Context: an optimization exercise on an open-source flow, tuned for small area. The choices shown serve that exercise and are no tape-out recipe.
The RTL was checked by simulation tests, not by an equivalence proof against the original design.
No activity file was given, so power comes from the tool's default toggle rates.

File: design/flow/run.sh
#!/bin/bash
# synth_recipe.tcl (not shown) runs the flow's synth.tcl, then flattens the netlist and writes it again
# the make line also repeats each setting of config.mk as NAME=value (left out here)
make -C /OpenROAD-flow-scripts/flow DESIGN_CONFIG=/design/flow/config.mk WORK_HOME=/design/flow/orfs CLKGATE_MAP_FILE= SYNTH_SCRIPT=/design/flow/synth_recipe.tcl finish
File: design/flow/config.mk
export PLATFORM = sky130hd
export DESIGN_NAME = mmio_memory
export DESIGN_NICKNAME = mmio_memory
export VERILOG_FILES = /design/flow/design.v
export SDC_FILE = /design/flow/constraint.sdc
export NUM_CORES = 4
export LEC_CHECK = 0
export CAP_MARGIN = 20
export CORE_MARGIN = 2
export CORE_UTILIZATION = 30
export SLEW_MARGIN = 20
File: design/flow/constraint.sdc
create_clock -name core_clock -period 6.0 [get_ports {clock}]
set_input_delay 1.2000 -clock core_clock [delete_from_list [all_inputs] [get_ports {clock}]]
set_output_delay 1.2000 -clock core_clock [all_outputs]
set_load 0.01 [all_outputs]
File: design/flow/design.v
package mmio_memory_pkg;
    localparam int unsigned word_width_default = 16;
    localparam int unsigned addr_width_default = 8;
    localparam int unsigned io_read_count_default = 3;
    localparam logic [addr_width_default-1:0] io_read_base_default = 8'hF9;
    localparam int unsigned io_write_count_default = 3;
    localparam logic [addr_width_default-1:0] io_write_base_default = 8'hFD;
    function automatic logic in_window(
        input int unsigned addr,
        input int unsigned base,
        input int unsigned count
    );
        in_window = 1'b0;
        if (addr >= base) begin
            in_window = ((addr - base) < count);
        end
    endfunction
    function automatic int unsigned port_index(
        input int unsigned addr,
        input int unsigned base
    );
        port_index = addr - base;
    endfunction
endpackage
`timescale 1ns/100ps
module mem_write_decode #(
    parameter int unsigned word_width     = mmio_memory_pkg::word_width_default,
    parameter int unsigned addr_width     = mmio_memory_pkg::addr_width_default,
    parameter int unsigned io_write_count = mmio_memory_pkg::io_write_count_default,
    parameter int unsigned io_write_base  = mmio_memory_pkg::io_write_base_default
) (
    input  logic                               clock,
    input  logic                               rst_n,
    input  logic                               wren,
    input  logic [addr_width-1:0]              write_addr,
    input  logic [word_width-1:0]              write_data,
    output logic                               ram_wren,
    output logic [addr_width-1:0]              ram_write_addr,
    output logic [word_width-1:0]              ram_write_data,
    output logic [io_write_count-1:0]          io_wren,
    output logic [word_width*io_write_count-1:0] io_out
);
    logic                      write_in_window;
    int unsigned               write_port;
    logic [io_write_count-1:0] wren_onehot;
    always_comb begin
        write_in_window = mmio_memory_pkg::in_window(
            32'(write_addr),
            io_write_base,
            io_write_count
        );
        write_port = mmio_memory_pkg::port_index(32'(write_addr), io_write_base);
    end
    always_comb begin
        wren_onehot = '0;
        for (int unsigned p = 0; p < io_write_count; p++) begin
            if (wren && write_in_window && (write_port == p)) begin
                wren_onehot[p] = 1'b1;
            end
        end
    end
    always_ff @(posedge clock) begin
        if (!rst_n) begin
            ram_wren       <= 1'b0;
            ram_write_addr <= '0;
            ram_write_data <= '0;
        end else begin
            ram_wren       <= wren;
            ram_write_addr <= write_addr;
            ram_write_data <= write_data;
        end
    end
    always_ff @(posedge clock) begin
        if (!rst_n) begin
            io_wren <= '0;
        end else begin
            io_wren <= wren_onehot;
        end
    end
    always_ff @(posedge clock) begin
        if (!rst_n) begin
            io_out <= '0;
        end else begin
            io_out <= {io_write_count{write_data}};
        end
    end
endmodule
`timescale 1ns/100ps
module mem_ram #(
    parameter int unsigned word_width = mmio_memory_pkg::word_width_default,
    parameter int unsigned addr_width = mmio_memory_pkg::addr_width_default
) (
    input  logic                  clock,
    input  logic                  wren,
    input  logic [addr_width-1:0] write_addr,
    input  logic [word_width-1:0] write_data,
    input  logic [addr_width-1:0] read_addr,
    output logic [word_width-1:0] read_data
);
    localparam int unsigned depth = 2 ** addr_width;
    logic [word_width-1:0] mem [depth];
    logic                  same_addr;
    assign same_addr = wren && (write_addr == read_addr);
    always_ff @(posedge clock) begin
        if (wren) begin
            mem[write_addr] <= write_data;
        end
        if (same_addr) begin
            read_data <= write_data;
        end else begin
            read_data <= mem[read_addr];
        end
    end
endmodule
`timescale 1ns/100ps
module mem_read_result #(
    parameter int unsigned word_width    = mmio_memory_pkg::word_width_default,
    parameter int unsigned addr_width    = mmio_memory_pkg::addr_width_default,
    parameter int unsigned io_read_count = mmio_memory_pkg::io_read_count_default,
    parameter int unsigned io_read_base  = mmio_memory_pkg::io_read_base_default
) (
    input  logic                                clock,
    input  logic                                rst_n,
    input  logic [addr_width-1:0]               read_addr,
    input  logic [word_width-1:0]               read_data_ram,
    input  logic [word_width*io_read_count-1:0] io_in,
    output logic [word_width-1:0]               read_data,
    output logic [io_read_count-1:0]            io_rden
);
    int unsigned               read_port;
    logic [word_width-1:0]     io_word;
    logic [word_width-1:0]     io_word_q;
    logic [addr_width-1:0]     read_addr_q;
    logic                      addr_q_in_window;
    int unsigned               read_port_q;
    logic [io_read_count-1:0]  rden_onehot;
    always_comb begin
        read_port = mmio_memory_pkg::port_index(32'(read_addr), io_read_base);
        io_word   = '0;
        for (int unsigned p = 0; p < io_read_count; p++) begin
            if (read_port == p) begin
                io_word = io_in[p*word_width +: word_width];
            end
        end
    end
    always_ff @(posedge clock) begin
        if (!rst_n) begin
            io_word_q   <= '0;
            read_addr_q <= '0;
        end else begin
            io_word_q   <= io_word;
            read_addr_q <= read_addr;
        end
    end
    always_comb begin
        addr_q_in_window = mmio_memory_pkg::in_window(
            32'(read_addr_q),
            io_read_base,
            io_read_count
        );
        read_port_q = mmio_memory_pkg::port_index(32'(read_addr_q), io_read_base);
    end
    always_comb begin
        rden_onehot = '0;
        for (int unsigned p = 0; p < io_read_count; p++) begin
            if (addr_q_in_window && (read_port_q == p)) begin
                rden_onehot[p] = 1'b1;
            end
        end
    end
    always_ff @(posedge clock) begin
        if (!rst_n) begin
            read_data <= '0;
        end else if (addr_q_in_window) begin
            read_data <= io_word_q;
        end else begin
            read_data <= read_data_ram;
        end
    end
    always_ff @(posedge clock) begin
        if (!rst_n) begin
            io_rden <= '0;
        end else begin
            io_rden <= rden_onehot;
        end
    end
endmodule
`timescale 1ns/100ps
module mmio_memory #(
    parameter int unsigned word_width     = mmio_memory_pkg::word_width_default,
    parameter int unsigned addr_width     = mmio_memory_pkg::addr_width_default,
    parameter int unsigned io_read_count  = mmio_memory_pkg::io_read_count_default,
    parameter int unsigned io_read_base   = mmio_memory_pkg::io_read_base_default,
    parameter int unsigned io_write_count = mmio_memory_pkg::io_write_count_default,
    parameter int unsigned io_write_base  = mmio_memory_pkg::io_write_base_default
) (
    input  logic                                 clock,
    input  logic                                 rst_n,
    input  logic                                 wren,
    input  logic [addr_width-1:0]                write_addr,
    input  logic [word_width-1:0]                write_data,
    input  logic [addr_width-1:0]                read_addr,
    input  logic [word_width*io_read_count-1:0]  io_in,
    output logic [word_width-1:0]                read_data,
    output logic [io_read_count-1:0]             io_rden,
    output logic [io_write_count-1:0]            io_wren,
    output logic [word_width*io_write_count-1:0] io_out
);
    logic                  ram_wren;
    logic [addr_width-1:0] ram_write_addr;
    logic [word_width-1:0] ram_write_data;
    logic [word_width-1:0] read_data_ram;
    mem_write_decode #(
        .word_width     (word_width),
        .addr_width     (addr_width),
        .io_write_count (io_write_count),
        .io_write_base  (io_write_base)
    ) u_write_decode (
        .clock          (clock),
        .rst_n          (rst_n),
        .wren           (wren),
        .write_addr     (write_addr),
        .write_data     (write_data),
        .ram_wren       (ram_wren),
        .ram_write_addr (ram_write_addr),
        .ram_write_data (ram_write_data),
        .io_wren        (io_wren),
        .io_out         (io_out)
    );
    mem_ram #(
        .word_width (word_width),
        .addr_width (addr_width)
    ) u_ram (
        .clock      (clock),
        .wren       (ram_wren),
        .write_addr (ram_write_addr),
        .write_data (ram_write_data),
        .read_addr  (read_addr),
        .read_data  (read_data_ram)
    );
    mem_read_result #(
        .word_width    (word_width),
        .addr_width    (addr_width),
        .io_read_count (io_read_count),
        .io_read_base  (io_read_base)
    ) u_read_result (
        .clock         (clock),
        .rst_n         (rst_n),
        .read_addr     (read_addr),
        .read_data_ram (read_data_ram),
        .io_in         (io_in),
        .read_data     (read_data),
        .io_rden       (io_rden)
    );
endmodule
==> reports/results.txt, run 1 <==
CTS clk-pin slew, worst paths -> 0.06 ns
Post-synth EDFFs -> 4096
first-pass GRT wire length -> 692000 um
fin nets -> 8279
DP HPWL -> 322000 um
largest net degree at the start of global routing -> 184
critical path capture point type -> register
Arr. time, crit path -> 5.69 ns
Cells after Synth -> 7590
warning count from the yosys run -> 3
RSZ-0062 raised after global routing -> false
htree depth -> 5
Critical Path RT -> 6.89 ns
Avg Vias per Cell -> 5.41
Routed Antenna Nets -> 0
endpoints failing hold -> 0
final clock skew -> 0.0922 ns
initial antenna violation count -> 54
CTS Buf Count -> 408
worst slew pin tran -> 1.34 ns
Worst setup SP type -> register
Layout Cells excl Fill -> 15736
Leakage -> 53.0 nW
mean area per synthesized cell -> 21.3 um2
minimum clock period after layout -> 4.80 ns
area of the multi-input gates -> 0.0340 mm2
Initial Util -> 30.1%
clk root buf -> clkbuf_16
Pins Over Slew Limit -> 0
Skew-Pair Late Insertion Delay -> 1.03 ns
post-route clock period utilization -> 80.0%
CP max stage cell -> dfxtp_4
Iteration-0 DRC Markers -> 13152
top_reg_cell synth -> edfxtp_1
PortBufs -> 152
Clock Sinks -> 4175
endpoints failing setup -> 0
CTS tree -> done
Post-CTS Setup Bufs -> 0
run status -> finished clean
die area -> 0.544 mm2
Yosys reg bits -> 4175
Mapped Area -> 0.161 mm2
sequential area share after synthesis -> 77.2%
Unique masters post-synth -> 77
Cell Pwr Density -> 324 mW/mm2
Detailed Route WL -> 511000 um
routed len/inst -> 32.5 um
HP Class -> register to register
routed vias -> 85086
Final Util -> 34.9%
die extent in y -> 737 um
Fmax -> 0.208 GHz
Std-Cell Rows -> 269
Slew HR -> 10.6%
CP dominant cell by count -> buf_4
Fillers -> 49234
Longest Clk Path Bufs -> 4
TNS Setup -> 0 ns
Crit path largest cell delay -> 0.97 ns
most frequent cells in the layout -> edfxtp_1, mux4_2, buf_4
hold slack -> 0.487 ns
Total GRT Usage -> 18.2%
gpl congestion -> 0.911
Peak VDD IR -> 0.257 mV
I/O pin total -> 153
DR pass1 iterations -> 8
Chip Width -> 737 um
number of global-route vias before repair -> 82132
CTS Hold Buffers Added -> 0
area delta synth->final -> 15.8%
GRT Residual Overflow -> 0
layout cells sized above 1 -> 24.9%
Seq. cell area -> 0.125 mm2
Post-synth ARST share -> 0%
commonest non-fill, non-tap cell in the layout -> edfxtp_1
CORE AREA -> 0.536 mm2
Max-cap violations -> 0
Max FO, Critical Path -> 32
placed instance count -> 14965
Synth Net Count -> 7673
Resized Gates After CTS -> 0
Post-route DRC -> 0
Crit Path Class -> register to register
CP Cell Sequence -> or2_2 > buf_4 > nor2_1 > nor4_1 > nor3_1 > a21oi_1 > nor4_2 > buf_4 > a221o_1
[area by class of cell]
type / instances / share of cell area [%]
Sequential cell: 4175 / 66.7
Multi-Input combinational cell: 2932 / 18.2
Clock buffer: 506 / 5.75
Tap cell: 7181 / 4.81
Timing Repair Buffer: 673 / 3.21
Clock inverter: 243 / 1.30
Antenna cell: 20 / 0.0268
Inverter: 6 / 0.0174
[power by group]
group	switching (mW)	leakage [nW]	internal [mW]
Sequential	0.201	32.8	32.1
Clock	11.3	6.39	14.1
Combinational	2.01	13.8	0.943
Total	13.5	53.0	47.1
[per-stage QoR]
step	instance area, um2	power [mW]	worst slack (ns)
after floorplan	161000	34.5	0.846
after global placement	173000	35.8	0.702
after detailed placement	174000	35.8	1.35
after CTS	187000	60.7	1.33
after global routing	187000	62.0	1.31
final	187000	60.5	1.20
[synthesized netlist by cell type, drive strengths merged (8+ instances only)]
cell | number | area share (%)
edfxtp | 4096 | 76
mux4 | 865 | 12
mux2i | 450 | 2.8
nor2 | 384 | 0.89
buf | 307 | 1.7
nand2 | 198 | 0.46
o22ai | 170 | 0.66
clkbuf | 169 | 0.45
a21oi | 93 | 0.29
a22oi | 89 | 0.41
dfxtp | 79 | 0.98
nor3 | 76 | 0.24
o21ai | 74 | 0.23
o221ai | 69 | 0.38
nand3 | 66 | 0.20
a211oi | 53 | 0.25
and2 | 47 | 0.18
nand4 | 36 | 0.14
a2111oi | 35 | 0.20
a31oi | 26 | 0.10
nor4 | 19 | 0.074
mux2 | 15 | 0.10
a221oi | 14 | 0.076
nor2b | 13 | 0.050
nand2b | 11 | 0.043
o211ai | 11 | 0.051
or3 | 11 | 0.043
a32oi | 8 | 0.043
[registers in the layout, summed over array words and instances, names as in the netlist, named ones only]
name	flops
u_read_result.io_rden	3
u_write_decode.ram_write_addr	8
u_write_decode.io_out	1
u_read_result.io_word_q	16
u_write_decode.ram_write_data	15
u_write_decode.ram_wren	1
u_write_decode.io_wren	3
u_read_result.read_data	16
u_ram.mem	4096
u_read_result.read_addr_q	8
[critical path: cells and delay by family, from the launching register on]
kind	cells	cell delay [ns]
DFF	1	0.97
AOI/OAI and AO/OA	2	0.99
and+or+nand+nor	5	2.00
buffers and inverters	2	0.64
[worst paths after layout]
kind / start / endpoint / slack [ns] / depth (start not counted)
worst max-delay path: register / u_read_result.read_data[9] / 1.20 / 9
worst min-delay path: u_read_result.read_addr_q[1] / u_read_result.io_rden[0] / 0.49 / 1
worst max register to register: register / u_read_result.read_data[9] / 1.20 / 9
worst min register to register: u_read_result.read_addr_q[1] / u_read_result.io_rden[0] / 0.49 / 1
[layer usage]
metal  vias up  track usage (%)  wire length, um
met1     45457             23.8           191000
li1      33059                -                -
met4        12             8.80            28300
met2      5569             28.4           234000
met3       989             4.43            57600
met5         -                0               79
[cells by family (layout without fill, tap and decap cells)]
group / count (synthesis) / in the layout / share of synthesized area, %
simple gates: 900 / 900 / 2.52
other cells: 0 / 20 / 0
buf+inv: 483 / 1428 / 2.15
flops: 4175 / 4175 / 77.2
compound gates: 702 / 702 / 3.01
mux: 1330 / 1330 / 15.1
==> inputs of run 2 (changes only) <==
==> design/flow/design.v (replaced) <==
`timescale 1ns/100ps
module mem_word_next (
    input  logic q,
    input  logic sel,
    input  logic sel_n,
    input  logic d,
    output logic next
);
    assign next = (q & sel_n) | (d & sel);
endmodule
`timescale 1ns/100ps
module mem_read_oct (
    input  logic [7:0] d,
    input  logic [7:0] sel,
    output logic       y
);
    assign y = |(d & sel);
endmodule
`timescale 1ns/100ps
module mmio_memory (
    input  logic        clock,
    input  logic        rst_n,
    input  logic        wren,
    input  logic [7:0]  write_addr,
    input  logic [15:0] write_data,
    input  logic [7:0]  read_addr,
    input  logic [47:0] io_in,
    output logic [15:0] read_data,
    output logic [2:0]  io_rden,
    output logic [2:0]  io_wren,
    output logic [47:0] io_out
);
    logic [15:0] word [256];
    logic        we;
    logic [15:0] whi, wlo;
    assign we = rst_n && wren;
    always_comb begin
        for (int i = 0; i < 16; i++) begin
            whi[i] = we && (write_addr[7:4] == 4'(i));
            wlo[i] = (write_addr[3:0] == 4'(i));
        end
    end
    for (genvar w = 0; w < 256; w++) begin : g_word
        if (w >= 'hF9 && w <= 'hFB) begin : g_io
            assign word[w] = io_in[(w - 'hF9)*16 +: 16];
        end else begin : g_ram
            logic        sel;
            logic [15:0] q, next;
            assign sel = whi[w/16] && wlo[w%16];
            for (genvar b = 0; b < 16; b++) begin : g_bit
                mem_word_next u_next (
                    .q     (q[b]),
                    .sel   (sel),
                    .sel_n (~sel),
                    .d     (write_data[b]),
                    .next  (next[b])
                );
            end
            always_ff @(posedge clock) begin
                q <= next;
            end
            assign word[w] = q;
        end
    end
    logic [15:0] rhi, rlo;
    logic [255:0] rsel;
    always_comb begin
        for (int i = 0; i < 16; i++) begin
            rhi[i] = (read_addr[7:4] == 4'(i));
            rlo[i] = (read_addr[3:0] == 4'(i));
        end
        for (int w = 0; w < 256; w++) begin
            rsel[w] = rhi[w/16] && rlo[w%16];
        end
    end
    logic [15:0] oct_or [32];
    for (genvar o = 0; o < 32; o++) begin : g_oct
        for (genvar b = 0; b < 16; b++) begin : g_bit
            logic [7:0] d;
            for (genvar i = 0; i < 8; i++) begin : g_w
                assign d[i] = word[8*o+i][b];
            end
            mem_read_oct u_oct (
                .d   (d),
                .sel (rsel[8*o +: 8]),
                .y   (oct_or[o][b])
            );
        end
    end
    logic [15:0] rd_word;
    always_comb begin
        rd_word = '0;
        for (int o = 0; o < 32; o++) begin
            rd_word = rd_word | oct_or[o];
        end
    end
    logic [15:0] s1_data;
    logic [2:0]  s1_rden;
    always_ff @(posedge clock) begin
        s1_data <= rd_word;
        if (!rst_n) begin
            s1_rden <= '0;
        end else begin
            s1_rden <= rsel[8'hFB:8'hF9];
        end
    end
    logic [15:0] io_q;
    always_ff @(posedge clock) begin
        if (!rst_n) begin
            read_data <= '0;
            io_rden   <= '0;
            io_wren   <= '0;
            io_q      <= '0;
        end else begin
            read_data <= s1_data;
            io_rden   <= s1_rden;
            io_wren   <= {3{wren}} & {write_addr == 8'hFF, write_addr == 8'hFE, write_addr == 8'hFD};
            io_q      <= write_data;
        end
    end
    assign io_out = {3{io_q}};
endmodule
--- a/design/flow/config.mk
+++ b/design/flow/config.mk
@@ -9,3 +9,4 @@
 export CORE_MARGIN = 2
 export CORE_UTILIZATION = 30
 export SLEW_MARGIN = 20
+export SYNTH_HIERARCHICAL = 1
==> reports/results.txt, run 2 <==
most frequent cell after synthesis -> dfxtp_1 (was edfxtp_1)
PortBufs -> 152 (unchanged)
Longest Clk Path Bufs -> 4 (unchanged)
Slew HR -> 12.1% (was 10.6%)
fin nets -> 13198 (was 8279)
top_reg_cell synth -> dfxtp_1 (was edfxtp_1)
routed len/inst -> 30.1 um (was 32.5 um)
endpoints failing setup -> 0 (unchanged)
most common library cells after synthesis -> dfxtp_1, a22o_1, a22oi_1 (was edfxtp_1, mux4_2, mux2i_1)
sequential area share after synthesis -> 57.9% (was 77.2%)
Peak VDD IR -> 0.223 mV (was 0.257 mV)
Crit Path Class -> input port to register (was register to register)
first-pass GRT wire length -> 844000 um (was 692000 um)
die extent in y -> 692 um (was 737 um)
mean area per synthesized cell -> 11.9 um2 (was 21.3 um2)
Yosys reg bits -> 4105 (was 4175)
Post-Synth Adder-Cell Area -> 0% (unchanged)
Largest register FFs -> 4048 (was 4096)
final clock skew -> 0.0918 ns (was 0.0922 ns)
htree depth -> 5 (unchanged)
I/O pin total -> 153 (unchanged)
Chip Width -> 692 um (was 737 um)
Avg Vias per Cell -> 6.17 (was 5.41)
Leakage -> 63.0 nW (was 53.0 nW)
DR pass1 iterations -> 9 (was 8)
Detailed Route WL -> 594000 um (was 511000 um)
Initial Util -> 30.1% (about the same)
run status -> finished clean (unchanged)
Mapped Area -> 0.142 mm2 (was 0.161 mm2)
Routed Antenna Nets -> 0 (unchanged)
CTS tree -> done (unchanged)
area delta synth->final -> 20.7% (was 15.8%)
Max-cap violations -> 0 (unchanged)
Post-Synth Simple-Gate Area -> 5.73% (was 2.52%)
Total GRT Usage -> 23.4% (was 18.2%)
Cell Pwr Density -> 336 mW/mm2 (was 324 mW/mm2)
Arr. time, crit path -> 6.52 ns (was 5.69 ns)
Std-Cell Rows -> 252 (was 269)
CTS Hold Buffers Added -> 0 (unchanged)
Fmax -> 0.179 GHz (was 0.208 GHz)
commonest non-fill, non-tap cell in the layout -> dfxtp_1 (was edfxtp_1)
number of global-route vias before repair -> 112767 (was 82132)
endpoints failing hold -> 0 (unchanged)
Biggest register -> g_word.g_ram.q (was u_ram.mem)
worst slew pin tran -> 1.31 ns (was 1.34 ns)
minimum clock period after layout -> 5.57 ns (was 4.80 ns)
Unique masters post-synth -> 28 (was 77)
Iteration-0 DRC Markers -> 16278 (was 13152)
gpl congestion -> 0.951 (was 0.911)
post-route clock period utilization -> 92.9% (was 80.0%)
largest net degree at the start of global routing -> 132 (was 184)
largest family of logic cells by synthesized area -> compound AO/OA/AOI/OAI gates (was multiplexers)
xor/xnor share of the synthesized area -> 0% (unchanged)
critical path capture point type -> register (unchanged)
die area -> 0.478 mm2 (was 0.544 mm2)
post-synth top area share -> 57.9% (was 76.2%)
Resized Gates After CTS -> 0 (unchanged)
CTS Buf Count -> 405 (was 408)
Post-route DRC -> 0 (unchanged)
Final Util -> 36.3% (was 34.9%)
placed instance count -> 18926 (was 14965)
DP HPWL -> 376000 um (was 322000 um)
Clock Sinks -> 4105 (was 4175)
Pins Over Slew Limit -> 0 (unchanged)
initial antenna violation count -> 43 (was 54)
Synth Area in Compound Gates -> 35.8% (was 3.01%)
Critical Path RT -> 6.94 ns (was 6.89 ns)
Skew-Pair Late Insertion Delay -> 1.05 ns (was 1.03 ns)
Fillers -> 46252 (was 49234)
Post-CTS Setup Bufs -> 0 (unchanged)
warning count from the yosys run -> 10 (was 3)
Cells after Synth -> 11966 (was 7590)
clk root buf -> clkbuf_16 (unchanged)
CTS clk-pin slew, worst paths -> 0.07 ns (was 0.06 ns)
RSZ-0062 raised after global routing -> false (unchanged)
most frequent cells in the layout -> dfxtp_1, a22o_1, a22oi_1 (was edfxtp_1, mux4_2, buf_4)
Tot Pwr -> 57.5 mW (was 60.5 mW)
layout cells sized above 1 -> 11.6% (was 24.9%)
Post-synth ARST share -> 0% (unchanged)
routed vias -> 121918 (was 85086)
HP Class -> register to register (unchanged)
Layout Cells excl Fill -> 19759 (was 15736)
Synth area leaders -> dfxtp_1, a22o_1, a22oi_1 (was edfxtp_1, mux4_2, mux2i_1)
Synth area leader -> dfxtp_1 (was edfxtp_1)
Synth Net Count -> 12049 (was 7673)
Post-synth EDFFs -> 0 (was 4096)
GRT Residual Overflow -> 0 (unchanged)
Worst setup SP type -> input port (was register)
post-synthesis mux area share -> 0% (was 15.1%)
Max FO, Critical Path -> 16 (was 32)
CORE AREA -> 0.471 mm2 (was 0.536 mm2)
==> run 2: path summary, 6_finish.rpt <==
path | start | endpoint | slack, ns | cells after the start
worst max register to register | g_word[232].g_ram.q[13] | s1_data[13] | 2.54 | 7
worst max-delay path | read_addr[1] | s1_data[13] | 0.43 | 12
worst min register to register | s1_rden[2] | io_rden[2] | 0.45 | 1
worst min-delay path | s1_rden[2] | io_rden[2] | 0.45 | 1
==> run 2: cell type report <==
type / instances / area (um2) / share of cell area (%)
diodes: 73 / 183 / 0.107
multi-input cells: 7722 / 59400 / 34.7
inverters: 1 / 3.75 / 0.00219
well taps: 6223 / 7790 / 4.55
flip-flops and latches: 4105 / 82200 / 48.0
clock inverters: 160 / 2010 / 1.17
clock buffers: 595 / 12000 / 7.01
repair buffers: 880 / 7570 / 4.42
==> run 2: per-stage QoR <==
stage	worst slack (ns)	cell area (um2)	hold WS [ns]	setup TNS (ns)
final	0.429	171000	0.447	0
after global routing	0.608	171000	0.474	0
after CTS	0.690	171000	0.453	0
after detailed placement	-0.405	157000	0.438	-2.07
after global placement	-0.765	157000	0.422	-5.96
after floorplan	2.87	142000	0.412	0
==> run 2: kinds of logic after synthesis <==
family	after synthesis
compound gates	6096
buf+inv	139
flops	4105
simple gates	1626
==> run 2: critical path: stages <==
cell	delay, ns
clkdlybuf4s50_1	0.88
nor2b_1	0.27
nand2_2	0.94
nor2_1	0.12
buf_4	0.26
a22oi_1	0.21
nand4_1	0.23
nor4_1	1.09
buf_4	0.25
nand4_1	0.44
buf_4	0.31
or2_2	0.28
==> run 2: per-module statistics from Yosys (local to each module, per instance) <==
module | cell area, um2 | cells inside | copies in the design
mem_read_oct | 36.3 | 5 | 512
mmio_memory | 87800 | 5358 | 1
mem_word_next | 8.76 | 1 | 4048
==> run 2: metal layers <==
metal / track usage (%) / routed length [um] / up-vias
met3: 5.40 / 59200 / 1266
met2: 34.2 / 253000 / 6786
met5: 0 / 218 / -
met1: 32.0 / 248000 / 61389
met4: 12.3 / 33900 / 26
li1: - / - / 52451
==> run 2: power by group <==
group / internal (mW) / switching (mW)
Clock: 15.4 / 11.5
Combinational: 0.818 / 1.30
Sequential: 28.0 / 0.459

## afterwards: timing with drivers on the ports
The results above use ideal ports. As a check the final layouts listed here were re-extracted and re-timed, cells and wires unchanged.
Step 1, drivers: a clkbuf_16 drives clock and a buf_2 each remaining input, both assumed.
Step 2 adds t to the input delays and takes it off the output delays; t is the mean of the earliest and latest rising clock arrival at the registers after step 1. Input paths then give back, and output paths get back, about the clock's delay inside the block.
Slacks: ideal ports / drivers / drivers and shift; pairs: ideal ports / drivers.
run | shift t [ns] | setup slack, ns | slew at the worst register clock pin (ns)
run 1 | 1.123 | 1.198 / 1.198 / 1.198 | 0.07 / 0.07
run 2 | 1.116 | 0.429 / 0.504 / -0.612 | 0.07 / 0.07
With both steps, setup timing fails in run 2, where it was met with ideal ports. The setup slack of run 2, which loses most, moves by +0.075 ns with the drivers and by -1.041 ns with both steps.
